Context: an optimization exercise on an open-source flow, tuned for small area, a short achievable clock period and few clock cycles per item. The choices shown serve that exercise and are no tape-out recipe.
Where RTL was checked, it was by simulation tests only, not by an equivalence proof against the original.
For run 2, only the layout was checked, not whether the RTL still works.

==> flow/design.v, too long to show whole: its modules and the start of the top module <==
// module rgbxy_lin: 13 lines
// module rgbxy_mat: 1667 lines
// module rgbxy_div: 129 lines
// module rgb_to_xy_chromaticity: 115 lines
module rgb_to_xy_chromaticity (
    input  logic        i_clk,
    input  logic        i_rst_n,
    input  logic        i_s_tvalid,
    output logic        o_s_tready,
    input  logic [23:0] i_s_tdata,    
    output logic        o_m_tvalid,
    input  logic        i_m_tready,
    output logic [31:0] o_m_tdata,    
    output logic [0:0]  o_m_tuser     
);
  // ...
==> flow/run.sh <==
#!/bin/bash
# synth_recipe.tcl (not shown) runs the flow's synth.tcl, then flattens the netlist and writes it again
# the make line also repeats each setting of config.mk as NAME=value (left out here)
make -C /OpenROAD-flow-scripts/flow DESIGN_CONFIG=/design/flow/config.mk WORK_HOME=/design/flow/orfs CLKGATE_MAP_FILE= SYNTH_SCRIPT=/design/flow/synth_recipe.tcl finish
==> flow/config.mk <==
export PLATFORM = sky130hd
export DESIGN_NAME = rgb_to_xy_chromaticity
export DESIGN_NICKNAME = rgb_to_xy_chromaticity
export VERILOG_FILES = /design/flow/design.v
export SDC_FILE = /design/flow/constraint.sdc
export NUM_CORES = 4
export LEC_CHECK = 0
export CAP_MARGIN = 20
export CORE_MARGIN = 2
export CORE_UTILIZATION = 40
export SETUP_SLACK_MARGIN = 3.0
export SLEW_MARGIN = 20
==> flow/constraint.sdc <==
create_clock -name core_clock -period 8.0 [get_ports {i_clk}]
set_input_delay 1.6000 -clock core_clock [delete_from_list [all_inputs] [get_ports {i_clk}]]
set_output_delay 1.6000 -clock core_clock [all_outputs]
set_load 0.01 [all_outputs]
==> results.json, run 1 <==
{
  "status": "complete, no violations",
  "crit_fanout": 10,
  "rsz0062_at_grt": "true",
  "cp.required_ns": 8.74,
  "skew_ns": 0.1001,
  "holdWs_ns": 0.2474,
  "final-clk-cell-share_pct": 6.072,
  "synth-compound-area-share_pct": 10.90,
  "drv_cap": 0,
  "crit_buf_inv": 4,
  "synthTopCellsByArea": "dfxtp_1, fa_1, edfxtp_1",
  "slowest_delay_ns": 0.71,
  "start_kind": "flip-flop",
  "cts_setup_buffers": 32,
  "layout_commonest_cell": "dfxtp_1",
  "cts_hold_buffers": 0,
  "clock-sinks": 2714,
  "worst_path_max_delay_cell": "fa_1",
  "antennaDiodeCount": 7,
  "synth_area_leader_cell": "dfxtp_1",
  "slew_headroom_pct": 23.42,
  "multi_input_area_um2": 77570,
  "path_cells": "buf_4, inv_1, fa_1, inv_1, fa_1, fa_1, fa_1, fa_1, inv_1, fa_1",
  "hp-class": "reg -> reg",
  "ff_latch_area_um2": 60020,
  "nWellTaps": 4773,
  "rrSetupSlack_ns": 3.10,
  "core_um2": 358400,
  "grt_max_degree": 86,
  "layout.cells.non_filler": 17820,
  "grt_pass1_vias": 96690,
  "signal_buffers": 395,
  "grtUsageMet2_pct": 36.14,
  "synthArstFlopShare_pct": 0,
  "drt-met1-wl_um": 177400,
  "dieHeight_um": 603.5,
  "setup_viol": 0,
  "use_met1_pct": 30.62
}
Testbench counts, summed over its fixed seeds: cycles 16,128, items 16,000.
==> module rgbxy_lin, before the edit <==
module rgbxy_lin (
    input  logic [rgbxy_pkg::CHAN_W-1:0]   i_red,
    input  logic [rgbxy_pkg::CHAN_W-1:0]   i_green,
    input  logic [rgbxy_pkg::CHAN_W-1:0]   i_blue,
    output rgbxy_pkg::t_lin3               o_lin
);
    localparam logic [rgbxy_pkg::LIN_SIZE*rgbxy_pkg::LIN_W-1:0] TAB = rgbxy_pkg::LIN_TAB;
    always_comb begin
        o_lin[0*rgbxy_pkg::LIN_W +: rgbxy_pkg::LIN_W] = TAB[32'(i_red) * rgbxy_pkg::LIN_W +: rgbxy_pkg::LIN_W];
        o_lin[1*rgbxy_pkg::LIN_W +: rgbxy_pkg::LIN_W] = TAB[32'(i_green) * rgbxy_pkg::LIN_W +: rgbxy_pkg::LIN_W];
        o_lin[2*rgbxy_pkg::LIN_W +: rgbxy_pkg::LIN_W] = TAB[32'(i_blue) * rgbxy_pkg::LIN_W +: rgbxy_pkg::LIN_W];
    end
endmodule
==> module rgbxy_div, before the edit <==
module rgbxy_div (
    input  logic                           i_clk,
    input  logic [rgbxy_pkg::X_W-1:0]      i_num_x,
    input  logic [rgbxy_pkg::X_W-1:0]      i_num_y,
    input  logic [rgbxy_pkg::S_W-1:0]      i_den,
    output logic [rgbxy_pkg::OUT_W-1:0]    o_x_chroma,
    output logic [rgbxy_pkg::OUT_W-1:0]    o_y_chroma
);
    localparam int SW  = rgbxy_pkg::S_W;
    localparam int RW  = rgbxy_pkg::R_W;
    localparam int NQ  = rgbxy_pkg::FRAC_BITS;
    localparam int SPS = rgbxy_pkg::SPS;
    localparam int NST = rgbxy_pkg::DIV_STG;
    logic [SW-1:0] n_d [5];
    logic [SW-1:0] n_x [5];
    logic [SW-1:0] n_y [5];
    assign n_d[0] = i_den;
    assign n_x[0] = SW'(i_num_x);
    assign n_y[0] = SW'(i_num_y);
    for (genvar l = 0; l < 4; l++) begin : g_norm
        localparam int A = 8 >> l;
        wire sh = n_d[l][SW-1 -: A] == '0;
        assign n_d[l+1] = sh ? n_d[l] << A : n_d[l];
        assign n_x[l+1] = sh ? n_x[l] << A : n_x[l];
        assign n_y[l+1] = sh ? n_y[l] << A : n_y[l];
    end
    logic [SW-1:0] r_d  [NST+1];
    logic [RW-1:0] r_xs [NST+1];
    logic [RW-1:0] r_xc [NST+1];
    logic [RW-1:0] r_ys [NST+1];
    logic [RW-1:0] r_yc [NST+1];
    logic [NQ-1:0] r_xp [NST+1];
    logic [NQ-1:0] r_xn [NST+1];
    logic [NQ-1:0] r_yp [NST+1];
    logic [NQ-1:0] r_yn [NST+1];
    always_ff @(posedge i_clk) begin
        r_d[0]  <= n_d[4];
        r_xs[0] <= RW'(n_x[4]);
        r_xc[0] <= '0;
        r_ys[0] <= RW'(n_y[4]);
        r_yc[0] <= '0;
        r_xp[0] <= '0;
        r_xn[0] <= '0;
        r_yp[0] <= '0;
        r_yn[0] <= '0;
    end
    function automatic logic [2*RW+1:0] srt_step(input logic [RW-1:0] ws, input logic [RW-1:0] wc,
                                                 input logic [SW-1:0] d);
        logic [3:0]    est;
        logic          qp, qn;
        logic [RW-1:0] a, b, c, s, cy;
        est = ws[RW-1 -: 4] + wc[RW-1 -: 4];
        qp  = ~est[3];
        qn  = est[3] & (est != 4'hf);
        a   = {ws[RW-2:0], 1'b0};
        b   = {wc[RW-2:0], 1'b0};
        c   = qp ? ~{2'b00, d} : (qn ? {2'b00, d} : '0);
        s   = a ^ b ^ c;
        cy  = (a & b) | (a & c) | (b & c);
        srt_step = {qp, qn, s, cy[RW-2:0], qp};
    endfunction
    for (genvar st = 0; st < NST; st++) begin : g_stg
        logic [RW-1:0] ws [SPS+1];
        logic [RW-1:0] wc [SPS+1];
        logic [RW-1:0] vs [SPS+1];
        logic [RW-1:0] vc [SPS+1];
        logic [NQ-1:0] xp [SPS+1];
        logic [NQ-1:0] xn [SPS+1];
        logic [NQ-1:0] yp [SPS+1];
        logic [NQ-1:0] yn [SPS+1];
        always_comb begin
            ws[0] = r_xs[st];
            wc[0] = r_xc[st];
            vs[0] = r_ys[st];
            vc[0] = r_yc[st];
            xp[0] = r_xp[st];
            xn[0] = r_xn[st];
            yp[0] = r_yp[st];
            yn[0] = r_yn[st];
            for (int k = 0; k < SPS; k++) begin
                logic [2*RW+1:0] rx, ry;
                if (st * SPS + k < NQ) begin
                    rx = srt_step(ws[k], wc[k], r_d[st]);
                    ry = srt_step(vs[k], vc[k], r_d[st]);
                    ws[k+1] = rx[2*RW-1:RW];
                    wc[k+1] = rx[RW-1:0];
                    vs[k+1] = ry[2*RW-1:RW];
                    vc[k+1] = ry[RW-1:0];
                    xp[k+1] = {xp[k][NQ-2:0], rx[2*RW+1]};
                    xn[k+1] = {xn[k][NQ-2:0], rx[2*RW]};
                    yp[k+1] = {yp[k][NQ-2:0], ry[2*RW+1]};
                    yn[k+1] = {yn[k][NQ-2:0], ry[2*RW]};
                end else begin
                    ws[k+1] = ws[k];
                    wc[k+1] = wc[k];
                    vs[k+1] = vs[k];
                    vc[k+1] = vc[k];
                    xp[k+1] = xp[k];
                    xn[k+1] = xn[k];
                    yp[k+1] = yp[k];
                    yn[k+1] = yn[k];
                end
            end
        end
        always_ff @(posedge i_clk) begin
            r_d[st+1]  <= r_d[st];
            r_xs[st+1] <= ws[SPS];
            r_xc[st+1] <= wc[SPS];
            r_ys[st+1] <= vs[SPS];
            r_yc[st+1] <= vc[SPS];
            r_xp[st+1] <= xp[SPS];
            r_xn[st+1] <= xn[SPS];
            r_yp[st+1] <= yp[SPS];
            r_yn[st+1] <= yn[SPS];
        end
    end
    logic [RW-1:0] w_xr, w_yr;
    logic          w_xpos, w_ypos;
    always_comb begin
        w_xr   = r_xs[NST] + r_xc[NST];
        w_yr   = r_ys[NST] + r_yc[NST];
        w_xpos = ~w_xr[RW-1];
        w_ypos = ~w_yr[RW-1];
    end
    always_ff @(posedge i_clk) begin
        o_x_chroma <= r_xp[NST] + ~r_xn[NST] + NQ'(w_xpos);
        o_y_chroma <= r_yp[NST] + ~r_yn[NST] + NQ'(w_ypos);
    end
endmodule
==> module rgb_to_xy_chromaticity, before the edit <==
module rgb_to_xy_chromaticity (
    input  logic        i_clk,
    input  logic        i_rst_n,
    input  logic        i_s_tvalid,
    output logic        o_s_tready,
    input  logic [23:0] i_s_tdata,    
    output logic        o_m_tvalid,
    input  logic        i_m_tready,
    output logic [31:0] o_m_tdata,    
    output logic [0:0]  o_m_tuser     
);
    localparam int LAT = rgbxy_pkg::LAT;
    localparam int XW  = rgbxy_pkg::X_W;
    localparam int SW  = rgbxy_pkg::S_W;
    localparam int FD  = 16;           
    localparam int FA  = 4;            
    localparam int CAP = FD + 1;       
    localparam int CW  = 5;            
    logic [LAT-1:0] r_vld;             
    logic [LAT-1:0] r_blk;             
    logic [CW-1:0]  r_cnt;             
    logic           r_rdy;
    logic           w_acc, w_pop;
    assign w_acc = i_s_tvalid & r_rdy;
    assign w_pop = o_m_tvalid & i_m_tready;
    always_ff @(posedge i_clk) begin
        if (!i_rst_n) begin
            r_vld <= '0;
            r_cnt <= '0;
            r_rdy <= 1'b0;
        end else begin
            r_vld <= {r_vld[LAT-2:0], w_acc};
            case ({w_acc, w_pop})
                2'b10:   begin r_cnt <= r_cnt + 1'b1; r_rdy <= r_cnt + 2 <= CW'(CAP); end
                2'b01:   begin r_cnt <= r_cnt - 1'b1; r_rdy <= 1'b1; end
                default: begin r_rdy <= r_cnt + 1 <= CW'(CAP); end
            endcase
        end
    end
    assign o_s_tready = r_rdy;
    logic [23:0]              r_in;
    rgbxy_pkg::t_lin3         w_lin;
    rgbxy_pkg::t_lin3         r_lin;
    logic [XW-1:0]            w_xs, w_xc, w_ys, w_yc;
    logic [SW-1:0]            w_ss, w_sc;
    logic [XW-1:0]            r_xs, r_xc, r_ys, r_yc;
    logic [SW-1:0]            r_ss, r_sc;
    logic [XW-1:0]            r_x, r_y;
    logic [SW-1:0]            r_s;
    logic [15:0]              w_xq, w_yq;
    always_ff @(posedge i_clk) begin
        r_in  <= i_s_tdata;
        r_blk <= {r_blk[LAT-2:0], i_s_tdata == '0};
    end
    rgbxy_lin u_lin (
        .i_red   (r_in[7:0]),
        .i_green (r_in[15:8]),
        .i_blue  (r_in[23:16]),
        .o_lin   (w_lin)
    );
    always_ff @(posedge i_clk) r_lin <= w_lin;
    rgbxy_mat u_mat (
        .i_lin (r_lin),
        .o_xs  (w_xs), .o_xc (w_xc),
        .o_ys  (w_ys), .o_yc (w_yc),
        .o_ss  (w_ss), .o_sc (w_sc)
    );
    always_ff @(posedge i_clk) begin
        r_xs <= w_xs; r_xc <= w_xc;
        r_ys <= w_ys; r_yc <= w_yc;
        r_ss <= w_ss; r_sc <= w_sc;
        r_x  <= r_xs + r_xc;
        r_y  <= r_ys + r_yc;
        r_s  <= r_ss + r_sc;
    end
    rgbxy_div u_div (
        .i_clk      (i_clk),
        .i_num_x    (r_x),
        .i_num_y    (r_y),
        .i_den      (r_s),
        .o_x_chroma (w_xq),
        .o_y_chroma (w_yq)
    );
    logic [32:0]   r_mem [FD];
    logic [FA:0]   r_wp, r_rp;
    logic          r_ov;
    logic [32:0]   r_od;
    logic          w_empty, w_ld;
    assign w_empty = r_wp == r_rp;
    assign w_ld    = ~r_ov | i_m_tready;
    always_ff @(posedge i_clk) begin
        if (r_vld[LAT-1]) begin
            r_mem[r_wp[FA-1:0]] <= r_blk[LAT-1] ? 33'd0 : {1'b1, w_yq, w_xq};
        end
        if (w_ld) begin
            r_od <= r_mem[r_rp[FA-1:0]];
        end
    end
    always_ff @(posedge i_clk) begin
        if (!i_rst_n) begin
            r_wp <= '0;
            r_rp <= '0;
            r_ov <= 1'b0;
        end else begin
            if (r_vld[LAT-1]) r_wp <= r_wp + 1'b1;
            if (w_ld) begin
                r_ov <= ~w_empty;
                if (~w_empty) r_rp <= r_rp + 1'b1;
            end
        end
    end
    assign o_m_tvalid = r_ov;
    assign o_m_tdata  = r_od[31:0];
    assign o_m_tuser  = r_od[32];
endmodule
==> inputs of run 2 (changes only) <==
==> flow/design.v (replaced) <==
package rgbxy_pkg;
    localparam int CHAN_W     = 8;
    localparam int LIN_W      = 16;
    localparam int COEF_W     = 16;
    localparam int PRD_W      = LIN_W + COEF_W;
    localparam int XYZ_W      = PRD_W + 2;
    localparam int SUM_W      = XYZ_W + 2;
    localparam int OUT_W      = 16;
    localparam int FRAC_BITS  = 16;
    localparam int FRONT_STG  = 4;
    localparam int N_STG      = FRONT_STG + FRAC_BITS;
    localparam int LIN_SIZE   = 1 << CHAN_W;
    localparam logic [63:0] ONE30    = 64'd1 << 30;
    localparam logic [63:0] LIN_DIV  = 64'd269025;
    localparam logic [63:0] LOW_DIV  = 64'd32946;
    localparam logic [63:0] LOW_HALF = 64'd16473;
    typedef logic [LIN_SIZE-1:0][LIN_W-1:0]        t_lin_tab;
    typedef logic [2:0][2:0][COEF_W-1:0]           t_coef;
    typedef logic [3*LIN_W-1:0]                    t_lin3;    
    localparam t_coef COEF = {
        {16'd64621, 16'd4739,  16'd6},
        {16'd3125,  16'd43806, 16'd18604},
        {16'd10619, 16'd10114, 16'd43549}
    };
    function automatic logic [63:0] mul30(input logic [63:0] a, input logic [63:0] b);
        logic [63:0] p;
        p = a * b;
        mul30 = p >> 30;
    endfunction
    function automatic logic [63:0] pow5_30(input logic [63:0] r);
        logic [63:0] p;
        p = mul30(r, r);
        p = mul30(p, r);
        p = mul30(p, r);
        pow5_30 = mul30(p, r);
    endfunction
    function automatic logic [LIN_W-1:0] lin_entry(input logic [63:0] c);
        logic [63:0] q;
        logic [63:0] w;
        logic [63:0] lo;
        logic [63:0] hi;
        logic [63:0] mid;
        logic [63:0] l;
        logic [63:0] e;
        if (c * 64'd100000 <= 64'd1031475) begin
            e = (c * 64'd5 * 64'd65536 * 64'd2 + LOW_HALF) / LOW_DIV;
        end else begin
            q  = ((c * 64'd1000 + 64'd14025) << 30) / LIN_DIV;
            w  = mul30(q, q);
            lo = 64'd0;
            hi = ONE30;
            for (int k = 0; k < 40; k++) begin
                if (lo < hi) begin
                    mid = lo + ((hi - lo + 64'd1) >> 1);
                    if (pow5_30(mid) <= w) begin
                        lo = mid;
                    end else begin
                        hi = mid - 64'd1;
                    end
                end
            end
            l = mul30(w, lo);
            e = (l + (64'd1 << 13)) >> 14;
            if (e > 64'd65535) begin
                e = 64'd65535;
            end
        end
        lin_entry = e[LIN_W-1:0];
    endfunction
    function automatic t_lin_tab build_lin_tab();
        t_lin_tab t;
        for (int c = 0; c < LIN_SIZE; c++) begin
            t[c] = lin_entry(64'(c));
        end
        build_lin_tab = t;
    endfunction
    localparam t_lin_tab LIN_TAB = {
        16'hffff, 16'hfdb9, 16'hfb75, 16'hf934, 16'hf6f6, 16'hf4bb, 16'hf283, 16'hf04e,   
        16'hee1c, 16'hebed, 16'he9c1, 16'he798, 16'he572, 16'he34f, 16'he12f, 16'hdf12,   
        16'hdcf8, 16'hdae1, 16'hd8cd, 16'hd6bc, 16'hd4ad, 16'hd2a2, 16'hd09a, 16'hce94,   
        16'hcc92, 16'hca93, 16'hc896, 16'hc69c, 16'hc4a6, 16'hc2b2, 16'hc0c1, 16'hbed3,   
        16'hbce8, 16'hbaff, 16'hb91a, 16'hb738, 16'hb558, 16'hb37b, 16'hb1a2, 16'hafcb,   
        16'hadf6, 16'hac25, 16'haa57, 16'ha88b, 16'ha6c3, 16'ha4fd, 16'ha33a, 16'ha179,   
        16'h9fbc, 16'h9e01, 16'h9c49, 16'h9a94, 16'h98e2, 16'h9733, 16'h9586, 16'h93dc,   
        16'h9235, 16'h9091, 16'h8eef, 16'h8d51, 16'h8bb5, 16'h8a1b, 16'h8885, 16'h86f1,   
        16'h8560, 16'h83d2, 16'h8246, 16'h80bd, 16'h7f37, 16'h7db4, 16'h7c33, 16'h7ab5,   
        16'h7939, 16'h77c1, 16'h764b, 16'h74d7, 16'h7367, 16'h71f9, 16'h708d, 16'h6f25,   
        16'h6dbf, 16'h6c5b, 16'h6afb, 16'h699c, 16'h6841, 16'h66e8, 16'h6592, 16'h643e,   
        16'h62ed, 16'h619f, 16'h6053, 16'h5f09, 16'h5dc3, 16'h5c7f, 16'h5b3d, 16'h59fe,   
        16'h58c2, 16'h5788, 16'h5650, 16'h551c, 16'h53e9, 16'h52ba, 16'h518c, 16'h5062,   
        16'h4f39, 16'h4e14, 16'h4cf0, 16'h4bd0, 16'h4ab1, 16'h4996, 16'h487c, 16'h4766,   
        16'h4651, 16'h453f, 16'h4430, 16'h4323, 16'h4218, 16'h4110, 16'h400a, 16'h3f07,   
        16'h3e06, 16'h3d08, 16'h3c0c, 16'h3b12, 16'h3a1a, 16'h3925, 16'h3833, 16'h3743,   
        16'h3655, 16'h3569, 16'h3480, 16'h3399, 16'h32b5, 16'h31d2, 16'h30f3, 16'h3015,   
        16'h2f3a, 16'h2e61, 16'h2d8a, 16'h2cb6, 16'h2be4, 16'h2b14, 16'h2a46, 16'h297b,   
        16'h28b2, 16'h27eb, 16'h2726, 16'h2664, 16'h25a4, 16'h24e6, 16'h242a, 16'h2370,   
        16'h22b9, 16'h2204, 16'h2151, 16'h20a0, 16'h1ff1, 16'h1f44, 16'h1e9a, 16'h1df2,   
        16'h1d4c, 16'h1ca8, 16'h1c06, 16'h1b66, 16'h1ac8, 16'h1a2d, 16'h1993, 16'h18fb,   
        16'h1866, 16'h17d3, 16'h1741, 16'h16b2, 16'h1625, 16'h159a, 16'h1510, 16'h1489,   
        16'h1404, 16'h1381, 16'h1300, 16'h1280, 16'h1203, 16'h1188, 16'h110e, 16'h1097,   
        16'h1021, 16'h0fae, 16'h0f3c, 16'h0ecc, 16'h0e5e, 16'h0df2, 16'h0d88, 16'h0d20,   
        16'h0cba, 16'h0c55, 16'h0bf2, 16'h0b91, 16'h0b32, 16'h0ad5, 16'h0a79, 16'h0a20,   
        16'h09c8, 16'h0972, 16'h091d, 16'h08ca, 16'h087a, 16'h082a, 16'h07dd, 16'h0791,   
        16'h0747, 16'h06ff, 16'h06b8, 16'h0673, 16'h062f, 16'h05ed, 16'h05ad, 16'h056f,   
        16'h0532, 16'h04f6, 16'h04bc, 16'h0484, 16'h044d, 16'h0418, 16'h03e5, 16'h03b3,   
        16'h0382, 16'h0353, 16'h0325, 16'h02f9, 16'h02ce, 16'h02a5, 16'h027d, 16'h0257,   
        16'h0232, 16'h020e, 16'h01eb, 16'h01ca, 16'h01ab, 16'h018c, 16'h016f, 16'h0154,   
        16'h0139, 16'h0120, 16'h0108, 16'h00f1, 16'h00db, 16'h00c7, 16'h00b3, 16'h009f,   
        16'h008b, 16'h0077, 16'h0063, 16'h0050, 16'h003c, 16'h0028, 16'h0014, 16'h0000    
    };
endpackage
module rgbxy_lin (
    input  logic                           i_clk,
    input  logic                           i_en,
    input  logic [rgbxy_pkg::CHAN_W-1:0]   i_red,
    input  logic [rgbxy_pkg::CHAN_W-1:0]   i_green,
    input  logic [rgbxy_pkg::CHAN_W-1:0]   i_blue,
    output rgbxy_pkg::t_lin3               o_lin
);
    rgbxy_pkg::t_lin3 r_lin;
    rgbxy_pkg::t_lin3 n_lin;
    localparam logic [rgbxy_pkg::LIN_SIZE*rgbxy_pkg::LIN_W-1:0] TAB = rgbxy_pkg::LIN_TAB;
    always_comb begin
        n_lin[0*rgbxy_pkg::LIN_W +: rgbxy_pkg::LIN_W] = TAB[32'(i_red) * rgbxy_pkg::LIN_W +: rgbxy_pkg::LIN_W];
        n_lin[1*rgbxy_pkg::LIN_W +: rgbxy_pkg::LIN_W] = TAB[32'(i_green) * rgbxy_pkg::LIN_W +: rgbxy_pkg::LIN_W];
        n_lin[2*rgbxy_pkg::LIN_W +: rgbxy_pkg::LIN_W] = TAB[32'(i_blue) * rgbxy_pkg::LIN_W +: rgbxy_pkg::LIN_W];
    end
    always_ff @(posedge i_clk) begin
        if (i_en) begin
            r_lin <= n_lin;
        end
    end
    assign o_lin = r_lin;
endmodule
module rgbxy_mat (
    input  logic                          i_clk,
    input  logic [2:0]                    i_en,
    input  rgbxy_pkg::t_lin3              i_lin,
    output logic [rgbxy_pkg::XYZ_W-1:0]   o_num_x,
    output logic [rgbxy_pkg::XYZ_W-1:0]   o_num_y,
    output logic [rgbxy_pkg::SUM_W-1:0]   o_den
);
    logic [rgbxy_pkg::PRD_W-1:0] r_prd [3][3];
    logic [rgbxy_pkg::XYZ_W-1:0] r_xyz [3];
    logic [rgbxy_pkg::XYZ_W-1:0] r_num_x;
    logic [rgbxy_pkg::XYZ_W-1:0] r_num_y;
    logic [rgbxy_pkg::SUM_W-1:0] r_den;
    for (genvar i = 0; i < 3; i++) begin : g_row
        for (genvar j = 0; j < 3; j++) begin : g_col
            localparam logic [9*rgbxy_pkg::COEF_W-1:0] CF = rgbxy_pkg::COEF;
            localparam logic [rgbxy_pkg::COEF_W-1:0] C = CF[(i*3+j)*rgbxy_pkg::COEF_W +: rgbxy_pkg::COEF_W];
            always_ff @(posedge i_clk) begin
                if (i_en[0]) begin
                    r_prd[i][j] <= rgbxy_pkg::PRD_W'(i_lin[j*rgbxy_pkg::LIN_W +: rgbxy_pkg::LIN_W])
                                 * rgbxy_pkg::PRD_W'(C);
                end
            end
        end
    end
    always_ff @(posedge i_clk) begin
        if (i_en[1]) begin
            for (int i = 0; i < 3; i++) begin
                r_xyz[i] <= rgbxy_pkg::XYZ_W'(r_prd[i][0])
                          + rgbxy_pkg::XYZ_W'(r_prd[i][1])
                          + rgbxy_pkg::XYZ_W'(r_prd[i][2]);
            end
        end
        if (i_en[2]) begin
            r_num_x <= r_xyz[0];
            r_num_y <= r_xyz[1];
            r_den   <= rgbxy_pkg::SUM_W'(r_xyz[0]) + rgbxy_pkg::SUM_W'(r_xyz[1])
                     + rgbxy_pkg::SUM_W'(r_xyz[2]);
        end
    end
    assign o_num_x = r_num_x;
    assign o_num_y = r_num_y;
    assign o_den   = r_den;
endmodule
module rgbxy_div (
    input  logic                             i_clk,
    input  logic [rgbxy_pkg::FRAC_BITS-1:0]  i_en,
    input  logic [rgbxy_pkg::XYZ_W-1:0]      i_num_x,
    input  logic [rgbxy_pkg::XYZ_W-1:0]      i_num_y,
    input  logic [rgbxy_pkg::SUM_W-1:0]      i_den,
    output logic                             o_valid_res,
    output logic [rgbxy_pkg::OUT_W-1:0]      o_x_chroma,
    output logic [rgbxy_pkg::OUT_W-1:0]      o_y_chroma
);
    localparam int NS = rgbxy_pkg::FRAC_BITS;
    localparam int RW = rgbxy_pkg::SUM_W;
    localparam int QW = rgbxy_pkg::FRAC_BITS;
    logic [RW-1:0] r_rem_x [NS];
    logic [RW-1:0] r_rem_y [NS];
    logic [QW-1:0] r_q_x   [NS];
    logic [QW-1:0] r_q_y   [NS];
    logic [RW-1:0] r_den   [NS];
    logic          r_sat_x [NS];
    logic          r_sat_y [NS];
    logic [RW-1:0] w_rem_x [NS];
    logic [RW-1:0] w_rem_y [NS];
    logic [QW-1:0] w_q_x   [NS];
    logic [QW-1:0] w_q_y   [NS];
    logic [RW-1:0] w_den   [NS];
    logic          w_sat_x [NS];
    logic          w_sat_y [NS];
    always_comb begin
        w_rem_x[0] = RW'(i_num_x);
        w_rem_y[0] = RW'(i_num_y);
        w_q_x[0]   = '0;
        w_q_y[0]   = '0;
        w_den[0]   = i_den;
        w_sat_x[0] = RW'(i_num_x) >= i_den;
        w_sat_y[0] = RW'(i_num_y) >= i_den;
        for (int s = 1; s < NS; s++) begin
            w_rem_x[s] = r_rem_x[s-1];
            w_rem_y[s] = r_rem_y[s-1];
            w_q_x[s]   = r_q_x[s-1];
            w_q_y[s]   = r_q_y[s-1];
            w_den[s]   = r_den[s-1];
            w_sat_x[s] = r_sat_x[s-1];
            w_sat_y[s] = r_sat_y[s-1];
        end
    end
    for (genvar s = 0; s < NS; s++) begin : g_step
        logic [RW:0] w_r2_x;
        logic [RW:0] w_r2_y;
        logic        w_ge_x;
        logic        w_ge_y;
        always_comb begin
            w_r2_x = {w_rem_x[s], 1'b0};
            w_r2_y = {w_rem_y[s], 1'b0};
            w_ge_x = w_r2_x >= {1'b0, w_den[s]};
            w_ge_y = w_r2_y >= {1'b0, w_den[s]};
        end
        always_ff @(posedge i_clk) begin
            if (i_en[s]) begin
                r_rem_x[s] <= w_ge_x ? RW'(w_r2_x - {1'b0, w_den[s]}) : RW'(w_r2_x);
                r_rem_y[s] <= w_ge_y ? RW'(w_r2_y - {1'b0, w_den[s]}) : RW'(w_r2_y);
                r_q_x[s]   <= {w_q_x[s][QW-2:0], w_ge_x};
                r_q_y[s]   <= {w_q_y[s][QW-2:0], w_ge_y};
                r_den[s]   <= w_den[s];
                r_sat_x[s] <= w_sat_x[s];
                r_sat_y[s] <= w_sat_y[s];
            end
        end
    end
    always_comb begin
        o_valid_res = r_den[NS-1] != '0;
        o_x_chroma  = '0;
        o_y_chroma  = '0;
        if (o_valid_res) begin
            o_x_chroma = r_sat_x[NS-1] ? '1 : rgbxy_pkg::OUT_W'(r_q_x[NS-1]);
            o_y_chroma = r_sat_y[NS-1] ? '1 : rgbxy_pkg::OUT_W'(r_q_y[NS-1]);
        end
    end
endmodule
module rgb_to_xy_chromaticity (
    input  logic        i_clk,
    input  logic        i_rst_n,
    input  logic        i_s_tvalid,
    output logic        o_s_tready,
    input  logic [23:0] i_s_tdata,    
    output logic        o_m_tvalid,
    input  logic        i_m_tready,
    output logic [31:0] o_m_tdata,    
    output logic [0:0]  o_m_tuser     
);
    localparam int NS = rgbxy_pkg::N_STG;
    localparam int FS = rgbxy_pkg::FRONT_STG;
    logic [NS-1:0] r_vld;
    logic [NS:0]   w_en;
    rgbxy_pkg::t_lin3                w_lin;
    logic [rgbxy_pkg::XYZ_W-1:0]     w_num_x;
    logic [rgbxy_pkg::XYZ_W-1:0]     w_num_y;
    logic [rgbxy_pkg::SUM_W-1:0]     w_den;
    logic                            w_valid_res;
    logic [rgbxy_pkg::OUT_W-1:0]     w_x_chroma;
    logic [rgbxy_pkg::OUT_W-1:0]     w_y_chroma;
    assign w_en[NS] = i_m_tready;
    for (genvar k = 0; k < NS; k++) begin : g_en
        assign w_en[k] = ~r_vld[k] | w_en[k+1];
    end
    always_ff @(posedge i_clk) begin
        if (!i_rst_n) begin
            r_vld <= '0;
        end else begin
            if (w_en[0]) begin
                r_vld[0] <= i_s_tvalid;
            end
            for (int k = 1; k < NS; k++) begin
                if (w_en[k]) begin
                    r_vld[k] <= r_vld[k-1];
                end
            end
        end
    end
    rgbxy_lin u_lin (
        .i_clk   (i_clk),
        .i_en    (w_en[0]),
        .i_red   (i_s_tdata[7:0]),
        .i_green (i_s_tdata[15:8]),
        .i_blue  (i_s_tdata[23:16]),
        .o_lin   (w_lin)
    );
    rgbxy_mat u_mat (
        .i_clk   (i_clk),
        .i_en    (w_en[FS-1:1]),
        .i_lin   (w_lin),
        .o_num_x (w_num_x),
        .o_num_y (w_num_y),
        .o_den   (w_den)
    );
    rgbxy_div u_div (
        .i_clk       (i_clk),
        .i_en        (w_en[NS-1:FS]),
        .i_num_x     (w_num_x),
        .i_num_y     (w_num_y),
        .i_den       (w_den),
        .o_valid_res (w_valid_res),
        .o_x_chroma  (w_x_chroma),
        .o_y_chroma  (w_y_chroma)
    );
    assign o_s_tready = w_en[0];
    assign o_m_tvalid = r_vld[NS-1];
    assign o_m_tdata  = {w_y_chroma, w_x_chroma};
    assign o_m_tuser  = w_valid_res;
endmodule
==> flow/config.mk (replaced) <==
export PLATFORM = sky130hd
export DESIGN_NAME = rgb_to_xy_chromaticity
export DESIGN_NICKNAME = rgb_to_xy_chromaticity
export VERILOG_FILES = /design/flow/design.v
export SDC_FILE = /design/flow/constraint.sdc
export NUM_CORES = 4
export LEC_CHECK = 0
export CAP_MARGIN = 20
export CORE_MARGIN = 2
export CORE_UTILIZATION = 40
export SLEW_MARGIN = 20
==> run 2 against run 1 <==
- global-route usage up 2.3 points
- critical endpoint is now o_s_tready
- cell area up 33%
- synthesized area up 37%
- flip-flop and latch count down 234
- maximum frequency down 29%
- synthesized cell count up 53%
- count of clock-buffer cells in the layout down 55
- still clean
- clock skew down 0.035 ns
- critical path depth up 3
==> results.json, run 2 <==
{
  "crit_fanout": 14,
  "viasPerCell": 5.676,
  "synth_common_cells": "edfxtp_1, ha_1, inv_1",
  "via_count": 150600,
  "max_freq_mhz": 145.7,
  "clock-sinks": 2480,
  "drtPass1Iterations": 9,
  "start_util_pct": 40.18,
  "drive_above_1_share_pct": 6.373,
  "synth_most_common_cell": "edfxtp_1",
  "end_kind": "output port",
  "rsz0062_at_grt": "false",
  "core_um2": 490100,
  "fillCellCount": 46840,
  "cts_tree": "yes",
  "layout_commonest_cell": "edfxtp_1",
  "grt_pass1_vias": 148900,
  "drt_iter0_markers": 11300,
  "setup_viol": 0,
  "report.final.hold_viol_count": 0,
  "cp.required_ns": 6.40,
  "hold_start": "u_div.r_q_x[10][2]",
  "worstRegToRegCells": 23,
  "ys.flop_type": "edfxtp_1",
  "h-tree-depth": 5,
  "insertion_delay_ns": 1.01,
  "finalCritPeriodShare_pct": 85.78,
  "synthArstFlopShare_pct": 0,
  "yosys.area.top_type_share_pct": 37.51,
  "cts_buffers": 297,
  "rrSetupSlack_ns": 1.14,
  "synth_edf_count": 2460,
  "slew_headroom_pct": 19.75,
  "cts_resized": 0,
  "ios": 63,
  "drv_cap": 0,
  "status": "complete, no violations",
  "synth_cells": 19810,
  "worstMarginPinSlew_ns": 1.193,
  "cts_hold_buffers": 0,
  "synth_area_leader_cell": "edfxtp_1",
  "drt-total-wl_um": 637000,
  "largest_reg_flops": 576,
  "rows": 257,
  "multi_input_area_um2": 113700,
  "yosysSeqAreaShare_pct": 37.72,
  "die_width_um": 705.6,
  "start_kind": "primary input",
  "reg2reg_from": "u_lin.r_lin[34]",
  "grt-ovfl-total": 0,
  "grt_pass1_wl_um": 941800,
  "root_buffer": "clkbuf_16",
  "final_nets": 22650,
  "hpwl_um": 518000,
  "worstHoldEndpoint": "u_div.r_q_x[11][3]",
  "final_antenna_net_count": 0,
  "clkSlewWorstSetupHoldPaths_ns": 0.06,
  "post_drt_wl_per_cell_um": 24.02,
  "critPathKind": "in -> out",
  "synth_cell_type_count": 106,
  "clk_path_buf_depth": 4,
  "syn-cell-area_um2": 196900,
  "min_period_ns": 6.863,
  "ys_ff_latch": 2480,
  "cts_setup_buffers": 0,
  "cp.arrival_ns": 5.26,
  "gp_congestion": 0.9886,
  "ff_latch_area_um2": 74270,
  "portBuffers": 62,
  "holdWs_ns": 0.4050,
  "die_area_um2": 497900,
  "synthTopCellsByArea": "edfxtp_1, ha_1, fa_1",
  "skew_ns": 0.06500,
  "grt_use_total_pct": 24.90,
  "grt_max_degree": 158,
  "hold-path-cell-count": 0,
  "r2r-end": "u_mat.r_prd[8][31]",
  "grt_antenna_before_repair": 24,
  "fin_setup_tns_ns": 0,
  "slew_viol_final": 0,
  "yosys_warnings": 20,
  "syn_avg_cell_area_um2": 9.942,
  "dieHeight_um": 705.6,
  "final_cell_mix": "edfxtp_1, ha_1, inv_1",
  "area_growth_pct": 9.407,
  "drc": 0,
  "hp-class": "reg -> reg"
}
[run 2: worst max-delay path, cell delays in order]
cell and delay (ns):
clkdlybuf4s50_1 0.44, nor2b_4 0.22, clkinvlp_4 0.15, nor2_2 0.22, and2_4 0.24, clkinvlp_4 0.09
nor3_1 0.20, buf_4 0.22, and3_1 0.38, and3_4 0.33, and3_4 0.26, nand2_4 0.23
clkdlybuf4s50_1 0.60
[run 2: cells by family (layout without fill, tap and decap cells)]
group	after synthesis	in the layout	synth area share, %
compound gates	5754	5754	18.43
simple gates	4614	4614	10.97
fa+ha+maj	2825	2825	19.96
flops	2480	2480	37.72
buf+inv	2439	2671	4.711
xor+xnor	1263	1263	5.618
mux	430	430	2.594
other cells	1	13	0.001904
[run 2: layer usage]
layer / global-route usage, % / routed length [um]
met5: 0 / 91
met4: 18.35 / 57210
met3: 2.605 / 27390
met2: 44.65 / 317000
met1: 27.24 / 235400
[run 2: stage by stage]
step	std cells	setup slack [ns]	util, %	instance area [um2]
after CTS	26510	1.046	43.95	215400
after global routing	26520	0.7971	43.96	215400
after global placement	25980	1.115	41.89	205300
after floorplan	19810	-2.415	-	197000
final	26530	1.137	43.96	215400
after detailed placement	25980	1.076	41.89	205300
[run 2: cell type report]
type	instances	area share [%]
Inverter	1867	3.270
Clock buffer	337	3.588
Clock inverter	201	1.099
Tap cell	6475	3.760
Antenna cell	11	0.01278
Sequential cell	2480	34.47
Timing Repair Buffer	266	1.033
Multi-Input combinational cell	14890	52.76
[run 2: worst max path at each step]
stage / slack (ns) / cells after the start / from / endpoint
after detailed placement: 1.08 / 13 / i_m_tready / o_s_tready
after floorplan: -2.42 / 10 / i_m_tready / u_mat.r_prd[0][0]
after global placement: 1.11 / 23 / u_lin.r_lin[34] / u_mat.r_prd[8][31]
after CTS: 1.05 / 13 / i_m_tready / o_s_tready
after global routing: 0.80 / 21 / u_lin.r_lin[34] / u_mat.r_prd[8][31]
final: 1.14 / 13 / i_m_tready / o_s_tready

-- afterwards: timing with drivers on the ports --
No port has a modelled driver above. Below, the same layouts with a new extraction and two added sets of constraints. Step 1: set_driving_cell puts a clkbuf_16 on i_clk and a buf_2 on each other input, an assumption about the parent block. Step 2 moves the port delays by t, midway between the first and last clock arrival at a register: inputs arrive t later, outputs are due t later. That takes back most of the time a late clock gives input paths. Slacks: ideal / step 1 / step 2; pairs: ideal / step 1.
run | t, ns | setup WS [ns] | clock arrival spread, ns
run 1 | 1.011 | 3.098 / 3.098 / 3.098 | 0.106 / 0.107
run 2 | 1.083 | 1.137 / 1.086 / 1.086 | 0.077 / 0.077
After both steps every run listed still meets setup and hold. The setup slack of run 2, which loses most, moves by -0.051 ns with the drivers and by -0.051 ns with both steps.
